What follows belongs to an exercise in optimizing a design on an open flow for small area; a production flow would make more cautious choices.
The RTL was checked by simulation tests, not by an equivalence proof against the original design.
Power figures rest on the tool's default switching activity, not on a simulated workload. No driver is modelled on the clock port, so clocking that relies on it looks cheaper here than on a real chip.

==> flow/design.v <==
`timescale 1ns/10ps
module ooo_core
(
    input  logic        clk_in,
    input  logic        rst_in,
    input  logic        rdy_in,         
    input  logic        issue_valid,
    input  logic        issue_use_imm,
    input  logic [3:0]  issue_op,
    input  logic [4:0]  issue_rs1,
    input  logic [4:0]  issue_rs2,
    input  logic [4:0]  issue_rd,
    input  logic [31:0] issue_imm,
    output logic        issue_ready,
    output logic        commit_valid,
    output logic [4:0]  commit_rd,
    output logic [31:0] commit_value
);
    localparam logic [2:0] S_CLEAR  = 3'd0;    
    localparam logic [2:0] S_IDLE   = 3'd1;    
    localparam logic [2:0] S_LOAD   = 3'd2;    
    localparam logic [2:0] S_EXEC   = 3'd3;    
    localparam logic [2:0] S_ROT    = 3'd4;    
    localparam logic [2:0] S_WB     = 3'd5;    
    localparam logic [2:0] S_COMMIT = 3'd6;    
    logic [2:0]  state;
    logic [4:0]  t;
    logic [31:0] res;
    logic        carry;
    logic [4:0]  shamt;
    logic        last;        
    logic        first;       
    logic        rbit;        
    logic        bbit;        
    logic        abit;
    logic        op_sub, op_sll, op_slt, op_sltu, op_xor, op_srl, op_sra, op_or, op_and;
    logic        op_shift, op_srx, op_cmp;
    logic        cin, bx, sum, cout, lt;
    logic        alu_bit;
    logic        cmp;         
    logic        hold_res;
    logic        res_in;
    logic        wdata;
    logic        wen;
    logic        clr;
    logic        accept;
    logic [31:0] col;         
    logic [4:0]  rsel;
    assign last  = (t == 5'd31);
    assign first = (t == 5'd0);
    assign op_sub   = (issue_op == 4'd1);
    assign op_sll   = (issue_op == 4'd2);
    assign op_slt   = (issue_op == 4'd3);
    assign op_sltu  = (issue_op == 4'd4);
    assign op_xor   = (issue_op == 4'd5);
    assign op_srl   = (issue_op == 4'd6);
    assign op_sra   = (issue_op == 4'd7);
    assign op_or    = (issue_op == 4'd8);
    assign op_and   = (issue_op == 4'd9);
    assign op_srx   = op_srl | op_sra;
    assign op_shift = op_sll | op_srx;
    assign op_cmp   = op_slt | op_sltu;
    assign col[0] = 1'b0;
    assign rsel   = (state == S_LOAD) ? issue_rs1 : issue_rs2;
    assign rbit   = col[rsel];
    assign clr    = (state == S_CLEAR);
    assign wen    = (state == S_WB);
    genvar gi;
    generate
        for (gi = 1; gi < 32; gi++)
        begin : g_reg
            logic [31:0] r;
            assign col[gi] = r[0];
            always_ff @(posedge clk_in)
            begin
                r <= {((wen && (issue_rd == gi)) || clr) ? wdata : r[0], r[31:1]};
            end
        end
    endgenerate
    assign abit = res[0];
    assign bbit = issue_use_imm ? issue_imm[t] : rbit;
    assign bx   = bbit ^ (op_sub | op_cmp);
    assign cin  = first ? (op_sub | op_cmp) : carry;
    assign sum  = abit ^ bx ^ cin;
    assign cout = (abit & bx) | (abit & cin) | (bx & cin);
    assign lt   = ~cout ^ (op_slt & (abit ^ bbit));
    always_comb
    begin
        if (op_xor)        alu_bit = abit ^ bbit;
        else if (op_or)    alu_bit = abit | bbit;
        else if (op_and)   alu_bit = abit & bbit;
        else if (op_cmp)   alu_bit = 1'b0;
        else if (op_shift) alu_bit = abit;
        else               alu_bit = sum;
    end
    assign cmp      = ((op_srx ? ~t : t) < shamt);
    assign hold_res = (state == S_COMMIT) || ((state == S_ROT) && (cmp ^ op_srx));
    always_comb
    begin
        if (op_shift && cmp)           wdata = op_sra & res[31];    
        else if (op_cmp && first)      wdata = carry;               
        else                           wdata = abit;
        if (clr)                       wdata = 1'b0;
    end
    always_comb
    begin
        case (state)
            S_LOAD:  res_in = rbit;
            S_EXEC:  res_in = alu_bit;
            default: res_in = wdata;
        endcase
    end
    assign issue_ready  = (state == S_COMMIT);
    assign accept       = issue_ready && issue_valid && rdy_in;
    assign commit_valid = accept;
    assign commit_rd    = issue_rd;
    assign commit_value = res;
    always_ff @(posedge clk_in)
    begin
        if (!hold_res)
        begin
            res <= {res_in, res[31:1]};
        end
        if (state == S_EXEC)
        begin
            carry <= (last && op_cmp) ? lt : cout;
            if (t < 5'd5)
            begin
                shamt <= {bbit, shamt[4:1]};
            end
        end
    end
    always_ff @(posedge clk_in)
    begin
        if (rst_in)
        begin
            t     <= '0;
            state <= S_CLEAR;
        end
        else
        begin
            t <= t + 5'd1;
            case (state)
                S_CLEAR:  if (last) state <= S_IDLE;
                S_IDLE:   if (last && issue_valid) state <= S_LOAD;
                S_LOAD:   if (last) state <= S_EXEC;
                S_EXEC:   if (last) state <= op_shift ? S_ROT : S_WB;
                S_ROT:    if (last) state <= S_WB;
                S_WB:     if (last) state <= S_COMMIT;
                S_COMMIT: if (accept) state <= S_IDLE;
                default:  state <= S_IDLE;
            endcase
        end
    end
endmodule
==> flow/run.sh <==
#!/bin/bash
# synth_recipe.tcl (not shown) runs the flow's synth.tcl, then flattens the netlist and writes it again
# the make line also repeats each setting of config.mk as NAME=value (left out here)
make -C /OpenROAD-flow-scripts/flow DESIGN_CONFIG=/design/flow/config.mk WORK_HOME=/design/flow/orfs CLKGATE_MAP_FILE= SYNTH_SCRIPT=/design/flow/synth_recipe.tcl finish
==> flow/config.mk <==
export PLATFORM = sky130hd
export DESIGN_NAME = ooo_core
export DESIGN_NICKNAME = ooo_core
export VERILOG_FILES = /design/flow/design.v
export SDC_FILE = /design/flow/constraint.sdc
export NUM_CORES = 4
export LEC_CHECK = 0
export CAP_MARGIN = 20
export CORE_MARGIN = 2
export CORE_UTILIZATION = 40
export SLEW_MARGIN = 20
==> flow/constraint.sdc <==
create_clock -name core_clock -period 10.0 [get_ports {clk_in}]
set_input_delay 2.0000 -clock core_clock [delete_from_list [all_inputs] [get_ports {clk_in}]]
set_output_delay 2.0000 -clock core_clock [all_outputs]
set_load 0.01 [all_outputs]
==> metrics.csv, run 1 <==
stage,metric,value,unit
status,status,finished clean,
cts,Post-CTS Hold Buffers,0,
drt,Detail Route Antenna Nets,0,
timing,Highest Clock Rate,183,MHz
drt,drt first pass iters,4,
floorplan,Ports,95,
layout,synth-to-layout area growth,21.0,%
synthesis,asr flop ratio synth,0,
timing,setup TNS,0,ns
floorplan,Die X,247,µm
drt,DR vias,9844,
timing,final setup violating endpoints,0,
cts,clock root buffer,clkbuf_16,
setup_path,CP Buf/Inv Count,2,
cts,# clock sinks,1038,
placement,IO Port Bufs,94,
pwr,Worst VDD drop,0.000174,V
synthesis,Avg Synthesized Cell Area,16.8,µm²
cts,PostCTS Resize Cnt,0,
cts,Worst-Skew Late Latency,0.63,ns
global_route,grt ovf,0,
timing,unrepaired setup endpoints after global routing,no,
floorplan,Die ar.,60800,µm²
setup_path,critical path's slowest cell,clkdlybuf4s50_1,
timing,relative slew slack,0.496,
global_route,met1 Usage GRT,0.147,
global_route,vias in the first global route,9671,
placement,Post-DP Area,25300,µm²
setup_path,CP cell instances,clkdlybuf4s50_1 > clkdlybuf4s50_1,
layout,layout cell share with drive strength beyond 1,0.111,
cts,clock-pin slew on the worst setup and hold paths,0.06,ns
synthesis,ys flop type,dfxtp_1,
timing,Worst-Margin Slew,0.750,ns
setup_path,Critical Path Source Type,input port,
floorplan,die height,247,µm
drt,WL per Instance,13.1,µm
global_route,largest net degree at the start of global routing,33,
setup_path,critical path arrival,3.46,ns
setup_path,"delay-heaviest family, CP",buffers and inverters,
hold_path,Hold Crit Class,register to register,
global_route,most used routing layer,met1,
timing,Final Skew,0.0236,ns
layout,fin nets,1623,
global_route,met2 GRT Util,0.146,
setup_path,largest stage delay on the critical path,0.81,ns
run,MaxCap Viol Count,0,
drt,total wire length,31.5,mm
setup_path,Setup crit end kind,output pin,
timing,fin crit share,0.546,
global_route,number of antenna violations at the first check in global routing,1,
drt,drt via density,4.11,
layout,most frequent cells in the layout,"1000 x dfxtp_1, 94 x clkbuf_16, 94 x clkdlybuf4s50_1",
global_route,GRT Util Overall,0.105,
synthesis,Synth Net Count,1467,
synthesis,Synth Warn #,1,
drt,# DRC,0,
synthesis,"Distinct cells, synth",57,
drt,Initial DRC Count,465,
setup_path,worst reg2reg setup slack,5.38,ns
global_route,global-route wire length before repair,50.3,mm
synthesis,synthesized area,23600,µm²
placement,DP Wirelength,18.3,mm
cts,CTS Buffer Depth,3,
cts,total clock buffers created by CTS,91,
timing,Period minus WS final,5.46,ns
floorplan,core area,57900,µm²
timing,Pins Over Slew Limit,0,
floorplan,Initial Utilization,0.407,
cts,CTS tree,done,
placement,RD Place Congestion,0.797,
cts,post-CTS setup buffer count,0,
synthesis,post-synthesis register bit count,1038,
pwr,pwr dens,274,nW/µm²
pwr,Leakage,11.2,nW
cts,H-tree levels,3,
global_route,met3 Resource Use GR,0.0346,
setup_path,cell mode on critical path,clkdlybuf4s50_1,
synthesis,Post-synth EDFFs,38,
timing,Final Hold Violating Endpoints,0,
synthesis,Synth Instances,1401,
setup_path,Worst EP required,8.00,ns
floorplan,row count,88,
layout,"leading cell type in the layout, fill and taps excluded",dfxtp_1,
setup_path,WS Path Type,input port to output pin,
setup_path,worst-path fanout max,10,
synthesis,register area share after synthesis,0.898,
layout,post-route cell area,28500,µm²
## cell type report
cell class,count,area (µm²)
repair buffers,96,956
fillers,4822,29400
multi-input cells,316,2170
inverters,14,52.6
clock inverters,39,515
diodes,4,10.0
flip-flops and latches,1038,21200
well taps,765,957
clock buffers,125,2680
## layer usage
metal  up-vias  share of wire
met1      4632           0.50
met3        67          0.075
met2       281           0.39
met5         -        0.00041
li1       4862              -
met4         2          0.027
## Yosys cell counts, types with 3 or more instances
cell,number,area (µm²)
o211ai_1,3,22.5
ha_1,9,113
mux2_2,3,33.8
nor3b_1,3,22.5
nor3_1,22,110
nand3b_1,4,30.0
inv_1,14,52.6
a211oi_1,6,45.0
buf_2,6,30.0
a22oi_1,3,22.5
o21a_1,3,22.5
o2bb2ai_1,3,26.3
nor2b_1,12,75.1
clkbuf_1,15,56.3
buf_6,3,33.8
nand2_1,43,161
nand3_1,13,65.1
mux4_2,8,180
nand2b_1,9,56.3
and3_1,3,18.8
edfxtp_1,38,1140
xnor2_1,8,70.1
o21ai_0,22,110
buf_4,7,52.6
nor2_1,46,173
dfxtp_1,1000,20000
mux2i_1,30,300
a21oi_1,24,120
## worst paths after layout
kind	startpoint	cells after the start	end
max	issue_rd[0]	2	commit_rd[0]
max reg2reg	state[1]$_SDFFE_PP0P_	12	res[31]$_DFFE_PN_
min reg2reg	g_reg[29].r[13]$_DFF_P_	0	g_reg[29].r[12]$_DFF_P_
min	g_reg[29].r[13]$_DFF_P_	0	g_reg[29].r[12]$_DFF_P_
## logic make-up (layout without fill, tap and decap cells)
group,after synthesis,after routing,share of synthesized area
compound gates,86,86,0.0245
xor+xnor,10,10,0.00372
fa+ha+maj,10,10,0.00563
buf+inv,47,274,0.00988
flops,1038,1038,0.898
mux,44,44,0.0237
other cells,0,4,0
simple gates,166,166,0.0341
## flip-flops by register name (all words and copies together), names as in the netlist
register,flops
state,3
g.r,992
res,32
carry,1
shamt,5
t,5
## per-stage QoR
step / hold slack, ns / utilization / setup slack, ns / total power, mW / cells
after floorplan: 0.310 / - / 3.67 / 4.30 / 1401
after global placement: 0.310 / 0.437 / 4.13 / 4.33 / 2229
after detailed placement: 0.312 / 0.437 / 4.03 / 4.33 / 2229
after CTS: 0.302 / 0.492 / 4.54 / 7.91 / 2393
after global routing: 0.300 / 0.492 / 4.49 / 8.08 / 2393
final: 0.302 / 0.492 / 4.54 / 7.80 / 2397
## power breakdown
part / internal [mW] / switching, mW / leakage, nW
logic: 0.0443 / 0.0355 / 1.14
registers: 4.16 / 0.00471 / 8.50
clock network: 2.10 / 1.46 / 1.57
total: 6.30 / 1.50 / 11.2
==> inputs of run 2 (changes only) <==
--- a/flow/config.mk
+++ b/flow/config.mk
@@ -6,6 +6,7 @@
 export NUM_CORES = 4
 export LEC_CHECK = 0
-export CAP_MARGIN = 20
+export CAP_MARGIN = 0
 export CORE_MARGIN = 2
 export CORE_UTILIZATION = 40
-export SLEW_MARGIN = 20
+export CTS_BUF_LIST = sky130_fd_sc_hd__clkbuf_4
+export SLEW_MARGIN = 0
==> run 2 against run 1 <==
Compared with the run above: combinational power hardly changed; synthesized cell count unchanged; fmax is essentially flat; routed wire length up 2.2%; setup slack worse by 0.0024 ns; clock power decreased by 11%; clock-buffer cell count up 221.
==> metrics.csv, run 2 <==
stage,metric,value,unit
layout,Largest register FFs,992,
setup_path,worst r2r src,state[1]$_SDFFE_PP0P_,
drt,DR vias,10600,
timing,Worst-Margin Slew,1.16,ns
hold_path,worst hold path startpoint,g_reg[15].r[11]$_DFF_P_,
pwr,Power Total,7.41,mW
status,status,finished clean,
setup_path,Critical Path Source Type,input port,
timing,relative slew slack,0.228,
setup_path,worst reg-to-reg path cell count,12,
synthesis,Post-synth EDFFs,38,
hold_path,worst hold stages,0,
timing,fin crit share,0.547,
layout,fin nets,1760,
timing,setup TNS,0,ns
drt,total wire length,32.2,mm
placement,RD Place Congestion,0.797,
placement,Setup WS pre-CTS,4.03,ns
synthesis,Synth Warn #,1,
setup_path,Worst EP required,8.00,ns
placement,DP Wirelength,18.3,mm
pwr,Leakage,11.4,nW
floorplan,core area,57900,µm²
setup_path,Setup crit end kind,output pin,
layout,Top reg by flops,g.r,
synthesis,synthesized area,23600,µm²
layout,Finished Core Util,0.489,
layout,layout cell share with drive strength beyond 1,0.211,
timing,Final Hold Violating Endpoints,0,
timing,Highest Clock Rate,183,MHz
setup_path,CP cell instances,clkdlybuf4s50_1 > clkdlybuf4s50_1,
pwr,pwr dens,261,nW/µm²
global_route,grt ovf,0,
floorplan,Die ar.,60800,µm²
synthesis,most common cell in the netlist,dfxtp_1,
cts,clock-pin slew on the worst setup and hold paths,0.07,ns
cts,post-CTS setup buffer count,0,
global_route,met1 Usage GRT,0.144,
setup_path,worst-path fanout max,10,
cts,CTS Buffer Depth,3,
layout,synth-to-layout area growth,20.3,%
setup_path,reg-to-reg endpoint,res[31]$_DFFE_PN_,
setup_path,critical path's slowest cell,clkdlybuf4s50_1,
synthesis,Synth Net Count,1467,
layout,fillcell total,4934,
setup_path,largest stage delay on the critical path,0.82,ns
synthesis,most common library cells after synthesis,"1000 x dfxtp_1, 46 x nor2_1, 43 x nand2_1",
timing,final hold slack,0.294,ns
global_route,GRT Util Overall,0.110,
layout,Largest regs,"g.r: 992 flops, res: 32 flops",
global_route,number of antenna violations at the first check in global routing,3,
hold_path,hold endpoint,g_reg[15].r[10]$_DFF_P_,
timing,worst setup margin,4.53,ns
synthesis,Avg Synthesized Cell Area,16.8,µm²
layout,"leading cell type in the layout, fill and taps excluded",dfxtp_1,
global_route,vias in the first global route,11100,
cts,CTS tree,done,
drt,drt first pass iters,6,
synthesis,"Distinct cells, synth",57,
cts,H-tree levels,4,
cts,Post-CTS Hold Buffers,0,
drt,Initial DRC Count,438,
setup_path,CP Buf/Inv Count,2,
synthesis,asr flop ratio synth,0,
pwr,Worst VDD drop,0.000115,V
timing,Period minus WS final,5.47,ns
placement,IO Port Bufs,94,
cts,clock root buffer,clkbuf_4,
setup_path,WS Path Type,input port to output pin,
floorplan,Initial Utilization,0.407,
cts,Worst-Skew Late Latency,0.95,ns
synthesis,register area share after synthesis,0.898,
floorplan,die height,247,µm
timing,Pins Over Slew Limit,0,
synthesis,post-synthesis register bit count,1038,
global_route,global-route wire length before repair,52.9,mm
timing,final setup violating endpoints,0,
global_route,largest net degree at the start of global routing,33,
global_route,met2 GRT Util,0.149,
cts,total clock buffers created by CTS,228,
drt,Detail Route Antenna Nets,0,
cts,# clock sinks,1038,
drt,drt via density,4.03,
timing,Final Skew,0.0445,ns
hold_path,Hold Crit Class,register to register,
synthesis,area share of the largest cell type after synthesis,0.850,
floorplan,Ports,95,
cts,PostCTS Resize Cnt,0,
global_route,most used routing layer,met2,
synthesis,Synth Instances,1401,
global_route,met3 Resource Use GR,0.0487,
synthesis,ys flop type,dfxtp_1,
setup_path,critical path arrival,3.47,ns
setup_path,"delay-heaviest family, CP",buffers and inverters,
setup_path,cell mode on critical path,clkdlybuf4s50_1,
floorplan,Die X,247,µm
layout,most frequent cells in the layout,"1000 x dfxtp_1, 346 x clkbuf_4, 94 x clkdlybuf4s50_1",
timing,unrepaired setup endpoints after global routing,no,
drt,WL per Instance,12.2,µm
synthesis,Area contributors post-synth,"dfxtp_1 85%, edfxtp_1 4.8%, mux2i_1 1.3%, mux4_2 0.76%, nor2_1 0.73%",
drt,# DRC,0,
run,MaxCap Viol Count,0,
floorplan,row count,88,
setup_path,worst reg2reg setup slack,5.36,ns
synthesis,cell accounting for the most synthesized area,dfxtp_1,
-- run 2: cell counts after synthesis --
Identical to the previous run, type by type.
-- run 2: worst max path at each step --
stage / start / to / slack [ns] / cells after the start
floorplan: issue_op[1] / res[0]$_DFFE_PN_ / 3.67 / 9
global placement: issue_rs1[0] / res[31]$_DFFE_PN_ / 4.13 / 13
detailed placement: issue_rs1[0] / res[31]$_DFFE_PN_ / 4.03 / 13
CTS: issue_rd[0] / commit_rd[0] / 4.54 / 2
global route: issue_rd[0] / commit_rd[0] / 4.49 / 2
finish: issue_rd[0] / commit_rd[0] / 4.53 / 2
-- run 2: logic make-up (layout without fill, tap and decap cells) --
family	count (synthesis)	in the layout	synth area share
AOI/OAI and AO/OA	86	86	0.0245
xor gates and xnor gates	10	10	0.00372
adders and majority gates	10	10	0.00563
buffers and inverters	47	514	0.00988
DFF	1038	1038	0.898
muxes	44	44	0.0237
other	0	7	0
and+or+nand+nor	166	166	0.0341
-- run 2: stage by stage --
step	std cells	area [µm²]
finish	2640	28300
detailed placement	2229	25300
global route	2636	28300
CTS	2633	28300
global placement	2229	25300
floorplan	1401	23600
-- run 2: layout make-up --
cell class	instances	area, µm²	share of cell area
Sequential cell	1038	21200	0.747
Clock buffer	346	2600	0.0917
Multi-Input combinational cell	316	2170	0.0765
Tap cell	765	957	0.0338
Timing Repair Buffer	96	956	0.0337
Clock inverter	58	422	0.0149
Inverter	14	52.6	0.00185
Antenna cell	7	17.5	0.000618
-- run 2: report_power, final --
part	switching (mW)	total, mW	leakage (nW)	internal (mW)
logic	0.0356	0.0799	1.14	0.0443
clock network	1.47	3.17	1.79	1.69
registers	0.00459	4.16	8.50	4.15
total	1.51	7.41	11.4	5.89
-- run 2: layer usage --
layer | wire, µm | vias up
met3 | 2240 | 57
met1 | 16200 | 4988
met4 | 677 | 2
li1 | - | 5313
met2 | 13100 | 270
met5 | 13 | -
==> inputs of run 3 (changes only) <==
--- a/flow/config.mk
+++ b/flow/config.mk
@@ -8,5 +8,7 @@
 export CAP_MARGIN = 0
 export CORE_MARGIN = 2
-export CORE_UTILIZATION = 40
-export CTS_BUF_LIST = sky130_fd_sc_hd__clkbuf_4
+export CORE_UTILIZATION = 60
+export CTS_BUF_LIST = sky130_fd_sc_hd__clkbuf_16
+export CTS_CLUSTER_DIAMETER = 80
+export CTS_CLUSTER_SIZE = 30
 export SLEW_MARGIN = 0
==> run 3 against run 2 <==
Compared with the run above: sequential share of layout area increased by 6.2 points; critical endpoint is now commit_rd[1]; still clean; first-iteration DRC count decreased by 1.1%; via count decreased by 12%.
==> metrics.csv, run 3 <==
stage,metric,value,unit
cts,CTS Buffer Depth,3,
cts,clock root buffer,clkbuf_16,
synthesis,mux share of post-synthesis cell area,0.0237,
status,status,finished clean,
placement,DP Wirelength,18.6,mm
synthesis,cell accounting for the most synthesized area,dfxtp_1,
synthesis,Compound-Gate Fraction of Synth Area,0.0245,
floorplan,Die ar.,40900,µm²
setup_path,worst-path fanout max,10,
synthesis,Avg Synthesized Cell Area,16.8,µm²
cts,# clock sinks,1038,
global_route,grt ovf,0,
global_route,vias in the first global route,9037,
pwr,switching power,1.17,mW
timing,Highest Clock Rate,184,MHz
cts,CTS tree,done,
drt,drt first pass iters,4,
run,MaxCap Viol Count,0,
setup_path,WS Path Type,input port to output pin,
layout,"leading cell type in the layout, fill and taps excluded",dfxtp_1,
layout,most frequent cells in the layout,"1000 x dfxtp_1, 94 x clkdlybuf4s50_1, 46 x nor2_1",
synthesis,Post-Synth XOR/XNOR Area,0.00372,
pwr,pwr dens,235,nW/µm²
pwr,Pint,4.99,mW
synthesis,most common library cells after synthesis,"1000 x dfxtp_1, 46 x nor2_1, 43 x nand2_1",
layout,fin nets,1574,
timing,Final Hold Violating Endpoints,0,
floorplan,Initial Utilization,0.608,
setup_path,CP Buf/Inv Count,2,
timing,Final Skew,0.0255,ns
timing,unrepaired setup endpoints after global routing,no,
pwr,Logic pwr share,0.013,
cts,Worst-Skew Late Latency,0.59,ns
drt,total wire length,30.0,mm
drt,WL per Instance,14.8,µm
synthesis,asr flop ratio synth,0,
hold_path,Hold Crit Class,register to register,
synthesis,Synth Net Count,1467,
cts,total clock buffers created by CTS,41,
synthesis,post-synthesis register bit count,1038,
floorplan,Ports,95,
synthesis,largest family of logic cells by synthesized area,simple AND/OR/NAND/NOR gates,
timing,relative slew slack,0.437,
pwr,Worst VDD drop,0.000211,V
layout,Largest regs,"g.r: 992 flops, res: 32 flops",
placement,RD Place Congestion,0.803,
setup_path,critical path's slowest cell,clkdlybuf4s50_1,
floorplan,core area,38700,µm²
layout,Largest register FFs,992,
global_route,largest net degree at the start of global routing,33,
timing,fin crit share,0.542,
drt,wire length on met3,1.50,mm
timing,Pins Over Slew Limit,0,
drt,drt via density,4.57,
timing,setup TNS,0,ns
cts,H-tree levels,2,
synthesis,ys flop type,dfxtp_1,
synthesis,synthesized area,23600,µm²
cts,PostCTS Resize Cnt,0,
pwr,switching share of power,0.190,
drt,DR vias,9309,
synthesis,"Distinct cells, synth",57,
synthesis,Synth Instances,1401,
layout,layout cell share with drive strength beyond 1,0.0495,
timing,final setup violating endpoints,0,
drt,Detail Route Antenna Nets,0,
pwr,Clk network pwr share,0.312,
synthesis,Synth Warn #,1,
setup_path,Critical Path Source Type,input port,
setup_path,worst reg2reg setup slack,5.34,ns
global_route,number of antenna violations at the first check in global routing,0,
synthesis,Post-synth EDFFs,38,
floorplan,row count,72,
timing,Period minus WS final,5.42,ns
cts,clock-pin slew on the worst setup and hold paths,0.10,ns
pwr,Power Total,6.16,mW
synthesis,register area share after synthesis,0.898,
global_route,GRT Util Overall,0.151,
timing,Worst-Margin Slew,0.838,ns
synthesis,Area contributors post-synth,"dfxtp_1 85%, edfxtp_1 4.8%, mux2i_1 1.3%, mux4_2 0.76%, nor2_1 0.73%",
drt,# DRC,0,
setup_path,CP cell instances,clkdlybuf4s50_1 > clkdlybuf4s50_1,
setup_path,Worst EP required,8.00,ns
pwr,part of the power in registers,0.675,
setup_path,critical path arrival,3.42,ns
synthesis,simple logic cell fraction of the synthesized area,0.0341,
pwr,Leakage,10.2,nW
synthesis,post-synthesis adder-cell area fraction,0.00563,
cts,post-CTS setup buffer count,0,
setup_path,Setup crit end kind,output pin,
drt,Met2 Wirelength,12.0,mm
cts,Post-CTS Hold Buffers,0,
layout,synth-to-layout area growth,11.1,%
drt,Highest Signal Layer,met4,
floorplan,die height,202,µm
layout,Top reg by flops,g.r,
synthesis,area share of the largest cell type after synthesis,0.850,
placement,IO Port Bufs,94,
drt,Initial DRC Count,433,
setup_path,"delay-heaviest family, CP",buffers and inverters,
synthesis,most common cell in the netlist,dfxtp_1,
setup_path,largest stage delay on the critical path,0.79,ns
setup_path,cell mode on critical path,clkdlybuf4s50_1,
global_route,global-route wire length before repair,48.2,mm
drt,wl on met1,15.7,mm
floorplan,Die X,202,µm
[run 3: stage by stage]
step | area, µm² | setup WS (ns) | cells | hold WS [ns] | utilization
after floorplan | 23600 | 3.67 | 1401 | 0.310 | -
after global placement | 25000 | 4.11 | 1983 | 0.310 | 0.645
after detailed placement | 25000 | 4.05 | 1983 | 0.312 | 0.645
after CTS | 26200 | 4.56 | 2034 | 0.326 | 0.675
after global routing | 26200 | 4.40 | 2034 | 0.330 | 0.675
final | 26200 | 4.58 | 2037 | 0.328 | 0.676
[run 3: cell type report]
type | instances | area [µm²]
tap | 518 | 648
multi-input combinational | 316 | 2170
timing repair buffer | 97 | 963
sequential | 1038 | 21200
fill | 2665 | 12600
inverter | 14 | 52.6
antenna | 3 | 7.51
clock buffer | 42 | 1050
clock inverter | 9 | 116
[run 3: cell families after synthesis]
family	count (synthesis)
muxes	44
adders and majority gates	10
and+or+nand+nor	166
DFF	1038
AOI/OAI and AO/OA	86
xor gates and xnor gates	10
buffers and inverters	47
[run 3: worst paths after layout]
check        depth (start not counted)                      to                   start
min reg2reg                          0  g_reg[13].r[8]$_DFF_P_  g_reg[13].r[9]$_DFF_P_
max reg2reg                         12       res[31]$_DFFE_PN_   state[1]$_SDFFE_PP0P_
max                                  2            commit_rd[1]             issue_rd[1]
min                                  0  g_reg[13].r[8]$_DFF_P_  g_reg[13].r[9]$_DFF_P_
[run 3: power groups by stage]
stage	Clock, mW	Sequential, mW	Combinational (mW)
after floorplan	0	4.25	0.0467
after global placement	0	4.25	0.0782
after detailed placement	0	4.25	0.0779
final	1.92	4.16	0.0781
after CTS	1.99	4.16	0.0787
after global routing	2.14	4.16	0.0852
[run 3: metal layers]
layer,GRT usage,vias up
met4,0.0631,0
li1,-,4708
met3,0.0318,55
met1,0.228,4368
met2,0.214,178
met5,0,-
==> inputs of run 4 (changes only) <==
--- a/flow/config.mk
+++ b/flow/config.mk
@@ -9,6 +9,6 @@
 export CORE_MARGIN = 2
 export CORE_UTILIZATION = 60
-export CTS_BUF_LIST = sky130_fd_sc_hd__clkbuf_16
-export CTS_CLUSTER_DIAMETER = 80
-export CTS_CLUSTER_SIZE = 30
+export CTS_BUF_LIST = sky130_fd_sc_hd__clkbuf_8
+export CTS_CLUSTER_DIAMETER = 50
+export CTS_CLUSTER_SIZE = 20
 export SLEW_MARGIN = 0
==> run 4 against run 3 <==
Compared with the run above: register-to-register slack about the same; utilization about the same; final area hardly changed; critical path depth stayed put; sequential cell count is the same; sequential share of layout area is essentially flat; power fell by 0.71%; critical path type unchanged.
==> metrics.csv, run 4 <==
stage,metric,value,unit
cts,total clock buffers created by CTS,67,
global_route,number of antenna violations at the first check in global routing,0,
drt,Initial DRC Count,487,
setup_path,worst-path fanout max,10,
synthesis,most common cell in the netlist,dfxtp_1,
floorplan,core area,38700,µm²
cts,# clock sinks,1038,
synthesis,Synth Instances,1401,
layout,"leading cell type in the layout, fill and taps excluded",dfxtp_1,
timing,Final Hold Violating Endpoints,0,
synthesis,Avg Synthesized Cell Area,16.8,µm²
floorplan,Die ar.,40900,µm²
status,status,finished clean,
layout,fin nets,1600,
pwr,Worst VDD drop,0.000179,V
synthesis,Compound-Gate Fraction of Synth Area,0.0245,
cts,CTS tree,done,
global_route,global-route wire length before repair,48.2,mm
hold_path,Hold Crit Class,register to register,
drt,WL per Instance,14.5,µm
placement,Post-DP Area,25000,µm²
setup_path,WS Path Type,input port to output pin,
drt,drt via density,4.56,
drt,total wire length,30.0,mm
floorplan,Ports,95,
synthesis,Post-synth EDFFs,38,
floorplan,die height,202,µm
synthesis,register area share after synthesis,0.898,
layout,Top reg by flops,g.r,
timing,Highest Clock Rate,185,MHz
synthesis,asr flop ratio synth,0,
layout,synth-to-layout area growth,11.1,%
global_route,GRT Util Overall,0.152,
layout,Largest regs,"g.r: 992 flops, res: 32 flops",
setup_path,CP cell instances,clkdlybuf4s50_1 > clkdlybuf4s50_1,
setup_path,worst reg-to-reg path cell count,12,
synthesis,Synth Warn #,1,
timing,final setup violating endpoints,0,
synthesis,area share of the largest cell type after synthesis,0.850,
timing,unrepaired setup endpoints after global routing,no,
layout,Largest register FFs,992,
drt,drt first pass iters,4,
synthesis,synthesized area,23600,µm²
layout,most frequent cells in the layout,"1000 x dfxtp_1, 94 x clkdlybuf4s50_1, 69 x clkbuf_8",
run,MaxCap Viol Count,0,
synthesis,most common library cells after synthesis,"1000 x dfxtp_1, 46 x nor2_1, 43 x nand2_1",
global_route,largest net degree at the start of global routing,33,
setup_path,Worst EP required,8.00,ns
timing,Final Skew,0.0304,ns
synthesis,Post-Synth XOR/XNOR Area,0.00372,
setup_path,critical path arrival,3.42,ns
setup_path,Worst path depth,2,
cts,Worst-Skew Late Latency,0.64,ns
layout,layout cell share with drive strength beyond 1,0.0716,
cts,H-tree levels,3,
synthesis,post-synthesis adder-cell area fraction,0.00563,
synthesis,ys flop type,dfxtp_1,
global_route,grt ovf,0,
cts,CTS Buffer Depth,3,
timing,relative slew slack,0.431,
placement,IO Port Bufs,94,
setup_path,Critical Path Source Type,input port,
setup_path,Setup crit end kind,output pin,
floorplan,Die X,202,µm
setup_path,CP Buf/Inv Count,2,
synthesis,Area contributors post-synth,"dfxtp_1 85%, edfxtp_1 4.8%, mux2i_1 1.3%, mux4_2 0.76%, nor2_1 0.73%",
drt,# DRC,0,
synthesis,cell accounting for the most synthesized area,dfxtp_1,
timing,Pins Over Slew Limit,0,
setup_path,"delay-heaviest family, CP",buffers and inverters,
timing,fin crit share,0.542,
synthesis,"Distinct cells, synth",57,
floorplan,row count,72,
synthesis,largest family of logic cells by synthesized area,simple AND/OR/NAND/NOR gates,
synthesis,mux share of post-synthesis cell area,0.0237,
layout,post-route cell area,26200,µm²
floorplan,Initial Utilization,0.608,
cts,PostCTS Resize Cnt,0,
layout,fillcell total,2689,
drt,Detail Route Antenna Nets,0,
synthesis,post-synthesis register bit count,1038,
timing,setup TNS,0,ns
pwr,pwr dens,234,nW/µm²
setup_path,largest stage delay on the critical path,0.78,ns
hold_path,worst hold stages,0,
setup_path,cell mode on critical path,clkdlybuf4s50_1,
synthesis,simple logic cell fraction of the synthesized area,0.0341,
synthesis,Synth Net Count,1467,
cts,post-CTS setup buffer count,0,
global_route,vias in the first global route,9232,
setup_path,critical path's slowest cell,clkdlybuf4s50_1,
cts,Post-CTS Hold Buffers,0,
cts,clock root buffer,clkbuf_8,
placement,DP Wirelength,18.6,mm
drt,DR vias,9455,
cts,clock-pin slew on the worst setup and hold paths,0.10,ns
timing,Period minus WS final,5.42,ns
timing,Worst-Margin Slew,0.847,ns
pwr,Leakage,10.2,nW
placement,RD Place Congestion,0.803,
[run 4: cell counts after synthesis]
Identical to the previous run, type by type.
[run 4: routing by layer]
metal  track usage  wire length [µm]  vias up
met4        0.0764               943        0
met5             0                 0        -
met2         0.209             11800      202
met3        0.0347              1470       68
met1         0.227             15700     4427
li1              -                 -     4758
[run 4: cell families after synthesis]
kind of cell,after synthesis
AND/OR/NAND/NOR,166
buffers and inverters,47
multiplexers,44
flip-flops,1038
AO/OA/AOI/OAI,86
adder cells (fa/ha/maj),10
XOR/XNOR,10
[run 4: worst paths after layout]
check             slack (ns)                       to                    start
hold / removal          0.32  g_reg[25].r[18]$_DFF_P_  g_reg[25].r[19]$_DFF_P_
setup reg to reg        5.35        res[31]$_DFFE_PN_    state[1]$_SDFFE_PP0P_
setup / recovery        4.58             commit_rd[0]              issue_rd[0]
hold reg to reg         0.32  g_reg[25].r[18]$_DFF_P_  g_reg[25].r[19]$_DFF_P_
[run 4: layout make-up]
class,instances,area (µm²),share of cell area
clock inverters,17,213,0.00813
well taps,518,648,0.0248
flip-flops and latches,1038,21200,0.809
multi-input cells,316,2170,0.0829
clock buffers,69,950,0.0363
inverters,14,52.6,0.00201
repair buffers,97,963,0.0368
diodes,3,7.51,0.000287
[run 4: power by group]
group,switching (mW),internal [mW],leakage [nW]
clock network,1.18,0.696,0.603
registers,0.00469,4.15,8.50
logic,0.0341,0.0440,1.14
[run 4: through the flow]
stage | total power, mW | util | std cells | setup slack, ns | hold slack, ns
floorplan | 4.30 | - | 1401 | 3.67 | 0.310
global placement | 4.33 | 0.645 | 1983 | 4.11 | 0.310
detailed placement | 4.33 | 0.645 | 1983 | 4.05 | 0.312
CTS | 6.20 | 0.675 | 2069 | 4.56 | 0.327
global route | 6.35 | 0.675 | 2069 | 4.47 | 0.327
finish | 6.12 | 0.675 | 2072 | 4.58 | 0.324
==> inputs of run 5 (changes only) <==
--- a/flow/config.mk
+++ b/flow/config.mk
@@ -9,6 +9,6 @@
 export CORE_MARGIN = 2
 export CORE_UTILIZATION = 60
-export CTS_BUF_LIST = sky130_fd_sc_hd__clkbuf_8
-export CTS_CLUSTER_DIAMETER = 50
-export CTS_CLUSTER_SIZE = 20
+export CTS_BUF_LIST = sky130_fd_sc_hd__clkbuf_8 sky130_fd_sc_hd__clkbuf_16
+export CTS_CLUSTER_DIAMETER = 60
+export CTS_CLUSTER_SIZE = 24
 export SLEW_MARGIN = 0
==> run 5 against run 4 <==
Compared with the run above: still clean; cell count fell by 0.97%; routed wire length increased by 0.57%; clock-buffer cell count fell by 16; largest cell class unchanged.
==> metrics.csv, run 5 <==
stage,metric,value,unit
status,status,finished clean,
drt,total wire length,30.1,mm
setup_path,cell mode on critical path,clkdlybuf4s50_1,
layout,Largest regs,"g.r: 992 flops, res: 32 flops",
cts,PostCTS Resize Cnt,0,
timing,fin crit share,0.546,
timing,Highest Clock Rate,183,MHz
placement,IO Port Bufs,94,
global_route,largest net degree at the start of global routing,33,
synthesis,"Distinct cells, synth",57,
layout,fin nets,1586,
floorplan,Initial Utilization,0.608,
global_route,GRT Util Overall,0.152,
pwr,Worst VDD drop,0.000205,V
setup_path,Setup crit end kind,output pin,
setup_path,largest stage delay on the critical path,0.81,ns
timing,Final Skew,0.0245,ns
synthesis,mux share of post-synthesis cell area,0.0237,
layout,fillcell total,2623,
drt,DR vias,9423,
cts,# clock sinks,1038,
layout,most frequent cells in the layout,"1000 x dfxtp_1, 94 x clkdlybuf4s50_1, 53 x clkbuf_16",
hold_path,worst hold path startpoint,g_reg[18].r[10]$_DFF_P_,
hold_path,hold endpoint,g_reg[18].r[9]$_DFF_P_,
synthesis,register area share after synthesis,0.898,
drt,drt via density,4.59,
synthesis,ys flop type,dfxtp_1,
layout,"leading cell type in the layout, fill and taps excluded",dfxtp_1,
timing,Pins Over Slew Limit,0,
setup_path,worst reg2reg setup slack,5.33,ns
setup_path,worst r2r src,state[1]$_SDFFE_PP0P_,
setup_path,critical path's slowest cell,clkdlybuf4s50_1,
cts,clock root buffer,clkbuf_16,
setup_path,critical path arrival,3.46,ns
floorplan,Ports,95,
setup_path,CP Buf/Inv Count,2,
timing,setup TNS,0,ns
synthesis,Synth Net Count,1467,
global_route,global-route wire length before repair,48.6,mm
timing,Final Hold Violating Endpoints,0,
hold_path,worst hold stages,0,
cts,Worst-Skew Late Latency,0.60,ns
cts,CTS tree,done,
timing,Period minus WS final,5.46,ns
global_route,vias in the first global route,9179,
synthesis,largest family of logic cells by synthesized area,simple AND/OR/NAND/NOR gates,
placement,placed insts,1983,
setup_path,Critical Path Source Type,input port,
synthesis,asr flop ratio synth,0,
floorplan,core area,38700,µm²
synthesis,Avg Synthesized Cell Area,16.8,µm²
cts,CTS Buffer Depth,3,
placement,DP Wirelength,18.6,mm
timing,final setup violating endpoints,0,
cts,clock-pin slew on the worst setup and hold paths,0.09,ns
setup_path,reg-to-reg endpoint,res[31]$_DFFE_PN_,
layout,synth-to-layout area growth,12.6,%
drt,WL per Instance,14.7,µm
setup_path,WS Path Type,input port to output pin,
synthesis,Synth Warn #,1,
synthesis,cell accounting for the most synthesized area,dfxtp_1,
synthesis,Area contributors post-synth,"dfxtp_1 85%, edfxtp_1 4.8%, mux2i_1 1.3%, mux4_2 0.76%, nor2_1 0.73%",
synthesis,Compound-Gate Fraction of Synth Area,0.0245,
synthesis,Post-Synth XOR/XNOR Area,0.00372,
global_route,number of antenna violations at the first check in global routing,0,
pwr,pwr dens,243,nW/µm²
synthesis,post-synthesis adder-cell area fraction,0.00563,
synthesis,most common cell in the netlist,dfxtp_1,
timing,unrepaired setup endpoints after global routing,no,
cts,total clock buffers created by CTS,53,
floorplan,Die ar.,40900,µm²
drt,Initial DRC Count,430,
cts,post-CTS setup buffer count,0,
synthesis,most common library cells after synthesis,"1000 x dfxtp_1, 46 x nor2_1, 43 x nand2_1",
drt,drt first pass iters,4,
synthesis,post-synthesis register bit count,1038,
global_route,grt ovf,0,
pwr,Leakage,10.4,nW
layout,Top reg by flops,g.r,
hold_path,Hold Crit Class,register to register,
layout,Final Instance Count excl. Fillers,2052,
synthesis,area share of the largest cell type after synthesis,0.850,
setup_path,CP cell instances,clkdlybuf4s50_1 > clkdlybuf4s50_1,
synthesis,synthesized area,23600,µm²
setup_path,worst-path fanout max,10,
drt,# DRC,0,
synthesis,Synth Instances,1401,
cts,Post-CTS Hold Buffers,0,
layout,Largest register FFs,992,
floorplan,die height,202,µm
timing,Worst-Margin Slew,0.850,ns
drt,Detail Route Antenna Nets,0,
synthesis,Post-synth EDFFs,38,
setup_path,Worst EP required,8.00,ns
cts,H-tree levels,2,
placement,RD Place Congestion,0.803,
floorplan,row count,72,
timing,relative slew slack,0.429,
setup_path,worst reg-to-reg path cell count,12,
setup_path,"delay-heaviest family, CP",buffers and inverters,
floorplan,Die X,202,µm
run,MaxCap Viol Count,0,
layout,layout cell share with drive strength beyond 1,0.0588,
synthesis,simple logic cell fraction of the synthesized area,0.0341,
[run 5: cells by family (layout without fill, tap and decap cells)]
| logic type | count (synthesis) | in the layout |
|---|---|---|
| buffers and inverters | 47 | 177 |
| flip-flops | 1038 | 1038 |
| XOR/XNOR | 10 | 10 |
| AO/OA/AOI/OAI | 86 | 86 |
| multiplexers | 44 | 44 |
| other | 0 | 3 |
| AND/OR/NAND/NOR | 166 | 166 |
| adder cells (fa/ha/maj) | 10 | 10 |
[run 5: stage by stage]
stage	setup WS (ns)	util	cell area, µm²	hold slack (ns)	power (mW)
6_report	4.54	0.685	26500	0.323	6.44
5_1_grt	4.40	0.684	26500	0.330	6.68
4_1_cts	4.57	0.684	26500	0.325	6.52
3_5_place_dp	4.05	0.645	25000	0.312	4.33
3_3_place_gp	4.11	0.645	25000	0.310	4.33
2_1_floorplan	3.67	-	23600	0.310	4.30
[run 5: power by group]
group	internal, mW	switching (mW)
Sequential	4.15	0.00469
Clock	0.988	1.22
Combinational	0.0440	0.0342
[run 5: metal layers]
metal / vias up / global-route usage / part of all wire
met2: 205 / 0.214 / 0.39
li1: 4729 / - / -
met4: 0 / 0.0615 / 0.030
met3: 66 / 0.0337 / 0.053
met5: - / 0 / 0
met1: 4423 / 0.229 / 0.52
[run 5: worst max path at each step]
stage / start / endpoint / slack [ns] / depth (start not counted)
after floorplan: issue_op[1] / res[0]$_DFFE_PN_ / 3.67 / 9
after global placement: issue_rs1[0] / res[31]$_DFFE_PN_ / 4.11 / 13
after detailed placement: issue_rs1[0] / res[31]$_DFFE_PN_ / 4.05 / 13
after CTS: issue_rd[0] / commit_rd[0] / 4.57 / 2
after global routing: issue_rs1[0] / res[31]$_DFFE_PN_ / 4.40 / 13
final: issue_rd[0] / commit_rd[0] / 4.54 / 2
[run 5: final cells by class]
cell class              count  area, µm²  share of cell area
flip-flops and latches   1038      21200               0.798
well taps                 518        648              0.0244
diodes                      3       7.51            0.000283
clock buffers              53       1330              0.0500
clock inverters            13        191             0.00722
multi-input cells         316       2170              0.0818
inverters                  14       52.6             0.00198
repair buffers             97        963              0.0363
==> inputs of run 6 (changes only) <==
==> flow/flow/run.sh (new file) <==
#!/bin/bash
# Standard layout, with two changes: the port buffers are the smallest
# buffer cell, and clock tree synthesis adds no dummy loads. Every tool's
# output is kept in a log file in the work folder.
set -euo pipefail
cd "$(dirname "${BASH_SOURCE[0]}")/.."
export BUFFER_PORTS_ARGS="-buffer_cell sky130_fd_sc_hd__buf_1"
export CTS_ARGS="-sink_clustering_enable -repair_clock_nets -dont_use_dummy_load -buf_list sky130_fd_sc_hd__clkbuf_8 -sink_clustering_size 22 -sink_clustering_max_diameter 60"
bash standard.sh > standard.log 2>&1
==> flow/standard.sh (new file) <==
#!/bin/bash
# synth_recipe.tcl (not shown) runs the flow's synth.tcl, then flattens the netlist and writes it again
# the make line also repeats each setting of config.mk as NAME=value (left out here)
make -C /OpenROAD-flow-scripts/flow DESIGN_CONFIG=/design/flow/config.mk WORK_HOME=/design/flow/orfs CLKGATE_MAP_FILE= SYNTH_SCRIPT=/design/flow/synth_recipe.tcl "${@:-finish}"
--- a/flow/config.mk
+++ b/flow/config.mk
@@ -9,6 +9,6 @@
 export CORE_MARGIN = 2
 export CORE_UTILIZATION = 60
-export CTS_BUF_LIST = sky130_fd_sc_hd__clkbuf_8 sky130_fd_sc_hd__clkbuf_16
-export CTS_CLUSTER_DIAMETER = 60
-export CTS_CLUSTER_SIZE = 24
+export CTS_BUF_LIST = sky130_fd_sc_hd__clkbuf_16
+export CTS_CLUSTER_DIAMETER = 100
+export CTS_CLUSTER_SIZE = 40
 export SLEW_MARGIN = 0
removed: flow/run.sh
==> run 6 against run 5 <==
Compared with the run above: still clean on timing, DRC and antenna; non-clock buffer count decreased by 1; clock skew increased by 0.12 ns; register-to-register slack improved by 0.04 ns; die area unchanged; clock power decreased by about 30%; routed wire length decreased by 1.7%; final area decreased by 5.1%; utilization decreased by 3.5 points; synthesized cell count unchanged; largest cell class unchanged.
==> metrics.csv, run 6 <==
stage,metric,value,unit
synthesis,most common library cells after synthesis,"1000 x dfxtp_1, 46 x nor2_1, 43 x nand2_1",
pwr,switching power,1.10,mW
layout,Largest regs,"g.r: 992 flops, res: 32 flops",
pwr,Pint,4.68,mW
cts,# clock sinks,1038,
synthesis,synthesized area,23600,µm²
synthesis,cell accounting for the most synthesized area,dfxtp_1,
setup_path,Setup crit end kind,register,
floorplan,Ports,95,
layout,synth-to-layout area growth,6.82,%
pwr,pwr dens,230,nW/µm²
status,status,finished clean,
layout,most frequent cells in the layout,"1000 x dfxtp_1, 94 x buf_1, 55 x clkbuf_8",
hold_path,Hold Crit Class,register to register,
setup_path,critical path arrival,5.33,ns
pwr,Logic pwr share,0.011,
setup_path,largest stage delay on the critical path,0.46,ns
synthesis,Synth Warn #,1,
timing,setup TNS,0,ns
cts,PostCTS Resize Cnt,0,
timing,final hold slack,0.257,ns
global_route,grt ovf,0,
drt,# DRC,0,
drt,DR vias,9437,
timing,final setup violating endpoints,0,
timing,Final Hold Violating Endpoints,0,
pwr,Worst VDD drop,0.000180,V
setup_path,reg-to-reg endpoint,res[31]$_DFFE_PN_,
pwr,Leakage,9.79,nW
setup_path,worst r2r src,state[1]$_SDFFE_PP0P_,
floorplan,row count,72,
pwr,Power Total,5.78,mW
layout,layout cell share with drive strength beyond 1,0.0533,
drt,drt via density,4.63,
cts,clock-pin slew on the worst setup and hold paths,0.11,ns
cts,CTS tree,done,
timing,Period minus WS final,4.96,ns
floorplan,die height,202,µm
layout,post-route cell area,25200,µm²
hold_path,hold endpoint,g_reg[22].r[3]$_DFF_P_,
setup_path,CP Buf/Inv Count,1,
floorplan,Initial Utilization,0.608,
cts,post-CTS setup buffer count,0,
floorplan,core area,38700,µm²
pwr,part of the power in registers,0.720,
setup_path,WS Path Type,input port to register,
floorplan,Die X,202,µm
cts,CTS Buffer Depth,3,
drt,Detail Route Antenna Nets,0,
global_route,vias in the first global route,9159,
cts,H-tree levels,2,
global_route,GRT Util Overall,0.148,
setup_path,"delay-heaviest family, CP",compound AO/OA/AOI/OAI gates,
synthesis,Area contributors post-synth,"dfxtp_1 85%, edfxtp_1 4.8%, mux2i_1 1.3%, mux4_2 0.76%, nor2_1 0.73%",
synthesis,"Distinct cells, synth",57,
synthesis,post-synthesis register bit count,1038,
placement,Post-DP Area,24400,µm²
pwr,Clk network pwr share,0.269,
setup_path,CP cell instances,buf_1 > and4bb_2 > a21oi_4 > mux2_2 > a221o_1 > a221oi_2 > o31ai_2 > xor2_1 > fa_1 > o221ai_1 > a32o_1 > o21ai_0 > a211o_1,
cts,Post-CTS Hold Buffers,0,
timing,Worst-Margin Slew,1.24,ns
drt,total wire length,29.6,mm
setup_path,critical path's slowest cell,fa_1,
hold_path,worst hold stages,0,
timing,Highest Clock Rate,202,MHz
synthesis,Synth Instances,1401,
placement,IO Port Bufs,94,
layout,Finished Core Util,0.649,
layout,"leading cell type in the layout, fill and taps excluded",dfxtp_1,
hold_path,worst hold path startpoint,g_reg[22].r[4]$_DFF_P_,
setup_path,Worst Setup SP,issue_rs1[0],
setup_path,worst reg2reg setup slack,5.37,ns
setup_path,Critical Path Source Type,input port,
timing,Pins Over Slew Limit,0,
synthesis,register area share after synthesis,0.898,
synthesis,asr flop ratio synth,0,
cts,total clock buffers created by CTS,55,
global_route,number of antenna violations at the first check in global routing,1,
synthesis,Post-synth EDFFs,38,
cts,Worst-Skew Late Latency,0.69,ns
setup_path,worst reg-to-reg path cell count,12,
cts,clock root buffer,clkbuf_8,
layout,fin nets,1587,
global_route,largest net degree at the start of global routing,33,
synthesis,Synth Net Count,1467,
setup_path,worst-path fanout max,8,
drt,WL per Instance,14.5,µm
floorplan,Die ar.,40900,µm²
layout,Final Instance Count excl. Fillers,2039,
placement,placed insts,1982,
pwr,switching share of power,0.190,
placement,Setup WS pre-CTS,4.44,ns
layout,Top reg by flops,g.r,
setup_path,Worst EP required,10.37,ns
run,MaxCap Viol Count,0,
drt,drt first pass iters,4,
placement,DP Wirelength,18.6,mm
timing,fin crit share,0.496,
layout,Largest register FFs,992,
global_route,global-route wire length before repair,47.0,mm
timing,worst setup margin,5.04,ns
synthesis,Avg Synthesized Cell Area,16.8,µm²
placement,RD Place Congestion,0.823,
timing,relative slew slack,0.169,
synthesis,most common cell in the netlist,dfxtp_1,
drt,Initial DRC Count,332,
timing,unrepaired setup endpoints after global routing,no,
synthesis,area share of the largest cell type after synthesis,0.850,
timing,Final Skew,0.149,ns
synthesis,ys flop type,dfxtp_1,
-- run 6: layout make-up --
| cell class | count | area (µm²) |
|---|---|---|
| Sequential cell | 1038 | 21200 |
| Fill cell | 2815 | 13600 |
| Multi-Input combinational cell | 316 | 2170 |
| Clock buffer | 55 | 757 |
| Tap cell | 518 | 648 |
| Timing Repair Buffer | 96 | 368 |
| Inverter | 14 | 52.6 |
| Antenna cell | 2 | 5.00 |
-- run 6: how the worst max path moves through the flow --
stage,end,cells after the start
2_1_floorplan,res[0]$_DFFE_PN_,9
3_3_place_gp,res[31]$_DFFE_PN_,13
3_5_place_dp,res[31]$_DFFE_PN_,13
4_1_cts,res[31]$_DFFE_PN_,13
5_1_grt,res[31]$_DFFE_PN_,13
6_report,res[31]$_DFFE_PN_,13
-- run 6: per-layer routing --
metal	global-route usage	routed length, µm	up-vias
met5	0	0	-
met4	0.0633	785	0
met3	0.0335	1650	55
met2	0.209	11800	218
met1	0.219	15400	4458
li1	-	-	4706
-- run 6: logic make-up after synthesis --
kind of cell             share of synthesized area
AND/OR/NAND/NOR                             0.0341
buffers and inverters                      0.00988
multiplexers                                0.0237
XOR/XNOR                                   0.00372
AO/OA/AOI/OAI                               0.0245
flip-flops                                   0.898
adder cells (fa/ha/maj)                    0.00563
-- run 6: power groups by stage --
| stage | Combinational, mW | Sequential, mW | Clock [mW] |
|---|---|---|---|
| 2_1_floorplan | 0.0467 | 4.25 | 0 |
| 4_1_cts | 0.0635 | 4.16 | 1.63 |
| 3_3_place_gp | 0.0625 | 4.25 | 0 |
| 6_report | 0.0633 | 4.16 | 1.55 |
| 5_1_grt | 0.0701 | 4.16 | 1.78 |
| 3_5_place_dp | 0.0631 | 4.25 | 0 |
-- run 6: worst reg2reg max path: cells and delay by family, from the launching register on --
family | cells | cell delay, ns
mux | 1 | 0.38
compound gates | 8 | 2.01
flops | 1 | 0.59
simple gates | 1 | 0.73
xor+xnor | 1 | 0.21
fa+ha+maj | 1 | 0.46
==> inputs of run 7 (changes only) <==
==> flow/flow/run.sh (replaced) <==
#!/bin/bash
# Standard layout, with two changes: the port buffers are the smallest
# buffer cell, and clock tree synthesis adds no dummy loads. Every tool's
# output is kept in a log file in the work folder.
set -euo pipefail
cd "$(dirname "${BASH_SOURCE[0]}")/.."
export BUFFER_PORTS_ARGS="-buffer_cell sky130_fd_sc_hd__buf_1"
export CTS_ARGS="-sink_clustering_enable -repair_clock_nets -dont_use_dummy_load -buf_list sky130_fd_sc_hd__clkbuf_16 -sink_clustering_size 35 -sink_clustering_max_diameter 90"
bash standard.sh > standard.log 2>&1
==> run 7 against run 6 <==
Compared with the run above: critical path depth stayed put; utilization is 0.38 points higher; highest routed layer unchanged; via count is 1.4% lower; critical path type unchanged; non-clock buffer count stayed put.
==> metrics.csv, run 7 <==
stage,metric,value,unit
status,status,finished clean,
global_route,grt ovf,0,
pwr,pwr dens,235,nW/µm²
synthesis,cell accounting for the most synthesized area,dfxtp_1,
drt,drt first pass iters,4,
synthesis,"Distinct cells, synth",57,
floorplan,die height,202,µm
setup_path,CP cell instances,buf_1 > and4bb_2 > a21oi_4 > mux2_2 > a221o_1 > a221oi_2 > o31ai_2 > xor2_1 > fa_1 > o221ai_1 > a32o_1 > o21ai_0 > a211o_1,
cts,H-tree levels,2,
floorplan,Initial Utilization,0.608,
synthesis,Avg Synthesized Cell Area,16.8,µm²
layout,Largest register FFs,992,
timing,worst setup margin,4.98,ns
synthesis,Synth Instances,1401,
synthesis,synthesized area,23600,µm²
layout,fin nets,1568,
pwr,part of the power in registers,0.699,
placement,Post-DP Area,24400,µm²
pwr,switching share of power,0.186,
layout,Final Instance Count excl. Fillers,2021,
drt,# DRC,0,
global_route,GRT Util Overall,0.147,
timing,fin crit share,0.502,
setup_path,Setup crit end kind,register,
floorplan,Die X,202,µm
cts,PostCTS Resize Cnt,0,
synthesis,Area contributors post-synth,"dfxtp_1 85%, edfxtp_1 4.8%, mux2i_1 1.3%, mux4_2 0.76%, nor2_1 0.73%",
cts,clock-pin slew on the worst setup and hold paths,0.11,ns
drt,drt via density,4.61,
pwr,Pint,4.84,mW
timing,relative slew slack,0.172,
timing,unrepaired setup endpoints after global routing,no,
setup_path,Worst EP required,10.32,ns
synthesis,most common cell in the netlist,dfxtp_1,
pwr,switching power,1.11,mW
cts,clock root buffer,clkbuf_16,
synthesis,post-synthesis register bit count,1038,
layout,Sequential Area,21200,µm²
pwr,Clk network pwr share,0.290,
placement,Setup WS pre-CTS,4.44,ns
timing,Final Skew,0.0491,ns
cts,CTS Buffer Depth,3,
setup_path,largest stage delay on the critical path,0.46,ns
global_route,global-route wire length before repair,46.8,mm
pwr,Logic pwr share,0.011,
cts,Worst-Skew Late Latency,0.59,ns
floorplan,core area,38700,µm²
placement,placed insts,1982,
drt,Detail Route Antenna Nets,0,
floorplan,row count,72,
global_route,largest net degree at the start of global routing,36,
synthesis,register area share after synthesis,0.898,
timing,Final Hold Violating Endpoints,0,
setup_path,Critical Path Source Type,input port,
setup_path,CP Buf/Inv Count,1,
layout,Finished Core Util,0.653,
setup_path,WS Path Type,input port to register,
setup_path,critical path arrival,5.35,ns
setup_path,worst reg2reg setup slack,5.36,ns
synthesis,Synth Net Count,1467,
placement,RD Place Congestion,0.823,
timing,setup TNS,0,ns
setup_path,critical path's slowest cell,fa_1,
drt,total wire length,29.6,mm
floorplan,Ports,95,
layout,most frequent cells in the layout,"1000 x dfxtp_1, 94 x buf_1, 46 x nor2_1",
timing,final setup violating endpoints,0,
cts,post-CTS setup buffer count,0,
setup_path,"delay-heaviest family, CP",compound AO/OA/AOI/OAI gates,
layout,Largest regs,"g.r: 992 flops, res: 32 flops",
placement,DP Wirelength,18.6,mm
global_route,number of antenna violations at the first check in global routing,2,
synthesis,area share of the largest cell type after synthesis,0.850,
timing,Period minus WS final,5.02,ns
pwr,Leakage,9.84,nW
synthesis,Post-synth EDFFs,38,
cts,Post-CTS Hold Buffers,0,
layout,area of the multi-input gates,2170,µm²
layout,synth-to-layout area growth,7.44,%
placement,IO Port Bufs,94,
cts,# clock sinks,1038,
synthesis,most common library cells after synthesis,"1000 x dfxtp_1, 46 x nor2_1, 43 x nand2_1",
synthesis,ys flop type,dfxtp_1,
cts,total clock buffers created by CTS,36,
timing,Worst-Margin Slew,1.24,ns
drt,DR vias,9308,
run,MaxCap Viol Count,0,
layout,fillcell total,2766,
synthesis,Synth Warn #,1,
timing,Highest Clock Rate,199,MHz
layout,"leading cell type in the layout, fill and taps excluded",dfxtp_1,
synthesis,asr flop ratio synth,0,
pwr,Worst VDD drop,0.000216,V
layout,Top reg by flops,g.r,
timing,Pins Over Slew Limit,0,
setup_path,worst-path fanout max,8,
layout,layout cell share with drive strength beyond 1,0.0413,
drt,Initial DRC Count,344,
drt,WL per Instance,14.6,µm
layout,post-route cell area,25300,µm²
hold_path,Hold Crit Class,register to register,
global_route,vias in the first global route,8911,
cts,CTS tree,done,
floorplan,Die ar.,40900,µm²
-- run 7: final timing paths --
check                                               end  depth (start not counted)               startpoint
worst max-delay path                  res[31]$_DFFE_PN_                         13             issue_rs1[0]
worst max register to register        res[31]$_DFFE_PN_                         12    state[1]$_SDFFE_PP0P_
worst min-delay path            g_reg[25].r[20]$_DFF_P_                          0  g_reg[25].r[21]$_DFF_P_
worst min register to register  g_reg[25].r[20]$_DFF_P_                          0  g_reg[25].r[21]$_DFF_P_
-- run 7: cell type report --
type | count | share of cell area
Antenna cell | 3 | 0.000297
Clock buffer | 36 | 0.0356
Inverter | 14 | 0.00208
Multi-Input combinational cell | 316 | 0.0857
Sequential cell | 1038 | 0.836
Tap cell | 518 | 0.0256
Timing Repair Buffer | 96 | 0.0145
-- run 7: cells by family after synthesis --
logic type | Yosys count | synth area share
xor gates and xnor gates | 10 | 0.00372
DFF | 1038 | 0.898
AOI/OAI and AO/OA | 86 | 0.0245
and+or+nand+nor | 166 | 0.0341
muxes | 44 | 0.0237
adders and majority gates | 10 | 0.00563
buffers and inverters | 47 | 0.00988
-- run 7: worst reg2reg max path: stages (launching register included) --
cell	delay [ns]
dfxtp_1	0.59
or3b_1	0.73
a21oi_4	0.44
mux2_2	0.38
a221o_1	0.33
a221oi_2	0.36
o31ai_2	0.15
xor2_1	0.20
fa_1	0.46
o221ai_1	0.21
a32o_1	0.15
o21ai_0	0.07
a211o_1	0.31
-- run 7: through the flow --
step / hold slack (ns) / total power [mW]
final: 0.274 / 5.95
after global routing: 0.277 / 6.16
after CTS: 0.280 / 6.02
after detailed placement: 0.312 / 4.32
after global placement: 0.310 / 4.32
after floorplan: 0.310 / 4.30
-- run 7: routing by layer --
metal | vias to the layer above | track usage | share of wire
li1 | 4674 | - | -
met2 | 185 | 0.208 | 0.40
met3 | 55 | 0.0284 | 0.048
met5 | - | 0 | 0
met4 | 0 | 0.0633 | 0.031
met1 | 4394 | 0.223 | 0.52
-- run 7: power by group through the flow --
stage,registers (mW),logic [mW],clock network (mW)
3_3_place_gp,4.25,0.0625,0
4_1_cts,4.16,0.0636,1.79
6_report,4.16,0.0634,1.72
3_5_place_dp,4.25,0.0631,0
2_1_floorplan,4.25,0.0467,0
5_1_grt,4.16,0.0701,1.93

-- what the ideal ports hide --
The results above use ideal ports. As a check the final layouts listed here were re-extracted and re-timed, cells and wires unchanged. Step 1 (the two cells are an assumption about what drives the block):
set clk [get_ports {clk_in}]
set_driving_cell -lib_cell sky130_fd_sc_hd__clkbuf_16 $clk
set_driving_cell -lib_cell sky130_fd_sc_hd__buf_2 [delete_from_list [all_inputs] $clk]
Step 2 moves the port delays by t, midway between the first and last clock arrival at a register: inputs arrive t later, outputs are due t later. That takes back most of the time a late clock gives input paths. Three values: ideal ports, drivers, drivers and shift; two values: the first two.
| run | t, ns | setup WS [ns] | pins driven straight from the clock port |
|---|---|---|---|
| run 1 | 0.670 | 4.537 / 4.489 / 3.994 | 1 |
| run 2 | 0.982 | 4.535 / 4.488 / 4.000 | 1 |
| run 3 | 0.636 | 4.579 / 4.554 / 3.973 | 1 |
| run 4 | 0.680 | 4.583 / 4.554 / 3.980 | 1 |
| run 5 | 0.647 | 4.544 / 4.516 / 3.966 | 1 |
| run 6 | 0.661 | 5.042 / 5.034 / 4.373 | 1 |
| run 7 | 0.613 | 4.977 / 4.962 / 4.350 | 1 |
After both steps every run listed still meets setup and hold. The setup slack of run 6, which loses most, moves by -0.008 ns with the drivers and by -0.669 ns with both steps.
